Background: an optimization exercise with open tools, aiming at small area, a short achievable clock period and few clock cycles. Do not read the settings as production practice.
Function was checked by simulation only, so behaviour that the tests miss may differ from the original.

job 101:
==> flow/design.v (excerpt) <==
module conv_top (
    input  logic        clk,
    input  logic        reset,
    input  logic [17:0] i_in_data,
    input  logic        i_in_valid,
    input  logic [3:0]  i_in_user,
    output logic        o_in_ready,
    output logic [40:0] o_out_data,
    output logic        o_out_valid,
    input  logic        i_out_ready
);
Settings: LEC_CHECK=0, CAP_MARGIN=20, CORE_MARGIN=2, CORE_UTILIZATION=55, CTS_BUF_LIST=sky130_fd_sc_hd__clkbuf_8, SETUP_SLACK_MARGIN=5, SLEW_MARGIN=20; clock period 9.0 ns.
run.sh (not shown) runs the stock make flow with config.mk's settings and CLKGATE_MAP_FILE= SYNTH_SCRIPT=/design/flow/synth_recipe.tcl, a recipe that flattens the netlist after the stock synthesis.
Testbench counts of job 101, summed over its fixed seeds: cycles 6,739.
## Diff of input files: job 102 against job 101
--- a/flow/design.v
+++ b/flow/design.v
@@ -790,13 +790,12 @@
     logic        latest;           
     logic        lsel;             
     logic [1:0]  tq;               
     logic [1:0]  tqn;
     logic        cbusy, csel;      
     logic        at;               
-    logic        msel;             
     logic [17:0] mbias;            
     logic [2:0]  k;                
     logic        fe_q;             
     logic [2:0]  kl;               
     logic [4:0]  wcnt;             
     logic [2:0]  lrow, lcol;       
@@ -816,13 +815,13 @@
         endcase
     endfunction
     assign at = cbusy ? csel : tq[0];
     always_ff @(posedge clk) k <= at ? kb : ka;
     assign kl = lsel ? kb : ka;
     wire tgt     = !latest;
-    wire tgt_use = (cbusy && csel == tgt) || (mv && msel == tgt) ||
+    wire tgt_use = (cbusy && csel == tgt) ||
                    (tqn != 2'd0 && tq[0] == tgt) || (tqn == 2'd2 && tq[1] == tgt);
     logic        ld_w, ld_x, ld_b;
     logic [2:0]  xr, xc;           
     always_comb begin
         ld_w = 1'b0;
         ld_x = 1'b0;
@@ -841,13 +840,12 @@
             LS_X: ld_x = hv && !row_full[lrow];
             default: ;
         endcase
     end
     assign pop          = ld_w || ld_x || ld_b;
     wire       lring = (ls == LS_FIRST) ? tgt : lsel;
-    wire [4:0] kk_in = ksq((ls == LS_FIRST) ? hu[3:1] : kl);
     wire       fstart = (ls == LS_FIRST) && (ld_w || ld_x);
     wire       ftag   = ld_w ? tgt : latest;
     always_ff @(posedge clk) begin
         if (reset) begin
             ls     <= LS_FIRST;
             latest <= 1'b0;
@@ -915,14 +913,13 @@
     wire         plast  = !twop || cps;
     wire         rlast  = (cr == 3'(8 - {1'b0, k}));
     logic [7:0]  rsel;             
     logic [7:0]  cr_oh;            
     assign issue = !hold && !fe_q && (cj != 3'd0 || |(row_full & rsel));
     wire step_end = issue && jlast && ilast && plast;      
-    wire [7:0] release_mask = !step_end ? 8'h00 :
-                              (rlast ? (8'hFF << cr) : (8'h01 << cr));
+    wire [7:0] release_mask = (issue && cj == 3'd0 && plast && (ci == 3'd0 || rlast)) ? rsel : 8'h00;
     always_ff @(posedge clk) begin
         if (reset) begin
             cr    <= '0;
             cr_oh <= 8'h01;
             rsel  <= 8'h01;
             cps   <= 1'b0;
@@ -977,29 +974,30 @@
         end
     end
     wire lda = ld_w && !lring;
     wire ldb = ld_w &&  lring;
     wire rota = issue && !at;
     wire rotb = issue &&  at;
-    wire [4:0] kka = lda ? kk_in : ksq(ka);
-    wire [4:0] kkb = ldb ? kk_in : ksq(kb);
+    wire [2:0] k_ld = (ls == LS_FIRST) ? hu[3:1] : kl;
+    wire [2:0] kta  = lda ? k_ld : ka;
+    wire [2:0] ktb  = ldb ? k_ld : kb;
     always_ff @(posedge clk) begin
         if (lda || rota) begin
             for (int p = 0; p < 25; p++) begin
                 if (p == 0 || p == 3 || p == 8 || p == 15 || p == 24) begin
-                    if (5'(p) == kka - 5'd1) ringa[p] <= lda ? hd : ringa[0];
+                    if (ksq(kta) == 5'(p + 1)) ringa[p] <= lda ? hd : ringa[0];
                     else if (p < 24) ringa[p] <= ringa[p + 1];
                 end else begin
                     ringa[p] <= ringa[p + 1];
                 end
             end
         end
         if (ldb || rotb) begin
             for (int p = 0; p < 25; p++) begin
                 if (p == 0 || p == 3 || p == 8 || p == 15 || p == 24) begin
-                    if (5'(p) == kkb - 5'd1) ringb[p] <= ldb ? hd : ringb[0];
+                    if (ksq(ktb) == 5'(p + 1)) ringb[p] <= ldb ? hd : ringb[0];
                     else if (p < 24) ringb[p] <= ringb[p + 1];
                 end else begin
                     ringb[p] <= ringb[p + 1];
                 end
             end
         end
@@ -1035,13 +1033,12 @@
             for (int d = 0; d < 9; d++) begin
                 bneg[d] <= wx[2*d+2];
                 bone[d] <= wx[2*d+1] ^ wx[2*d];
                 btwo[d] <= (wx[2*d+2] & ~wx[2*d+1] & ~wx[2*d]) | (~wx[2*d+2] & wx[2*d+1] & wx[2*d]);
             end
             mfirst <= tfirst;
-            msel   <= at;
             mbias  <= at ? biasb : biasa;
             mlast  <= jlast && ilast;
             mcnt   <= pw;
         end
     end
     always_ff @(posedge clk) begin
--- outcome ---
Summary of job 102 over job 101: met3 capacity usage during global routing rose by 0.82 points; met2 usage moved down; logic depth of the worst setup path including buffers increased by 1 relative to the old numbers; total wire length after detailed routing decreased by about 3.5% relative to the old numbers.
Clock network area share delta (job 102 -> job 101): insignificant
Adder-cell share of the synthesized area of job 101 is on par with job 102.
Status: share of final layout cell area taken by non-clock buffers parity (job 101, job 102)
Job 102 ended up with a lower number of fill cells than job 101 did.
On flip-flop and latch count, job 101 and job 102 are neck and neck.
Worst clock skew on the final layout: job 102 better than job 101
Looking at number of antenna violations at the first check in global routing, job 102 sits above job 101.
Job 102: flow complete, layout not clean; failing: slew limit
The final layout from job 101, which completed every stage, passed the timing, DRC and antenna checks at the end of the flow.
Testbench counts of job 102, summed over its fixed seeds: cycles 6,649.

[what the ideal ports hide]
The flow's constraints put no driver on any port. The routed layouts listed below were extracted and timed again, unchanged, in two steps.
Step 1 assumes that a clkbuf_16 drives the clock port and a buf_2 every other input.
Step 2 also shifts input and output timing later by t, the mid clock arrival at the registers, as if the neighbouring blocks saw the same clock.
a / b / c = no drivers / after step 1 / after step 2; a / b = the first two.
| run | shift t [ns] | setup slack, ns | worst setup path at the end | worst slew at a driven data input, ns | cell pins on the clock port's net |
|---|---|---|---|---|---|
| job 101 | 1.251 | 4.768 / 4.768 / 3.914 | input to register | 0.06 | 1 |
| job 102 | 1.267 | 4.750 / 4.750 / 3.819 | input to register | 0.19 | 1 |
The setup slack of job 102, which loses most, moves by 0.000 ns with the drivers and by -0.931 ns with both steps.
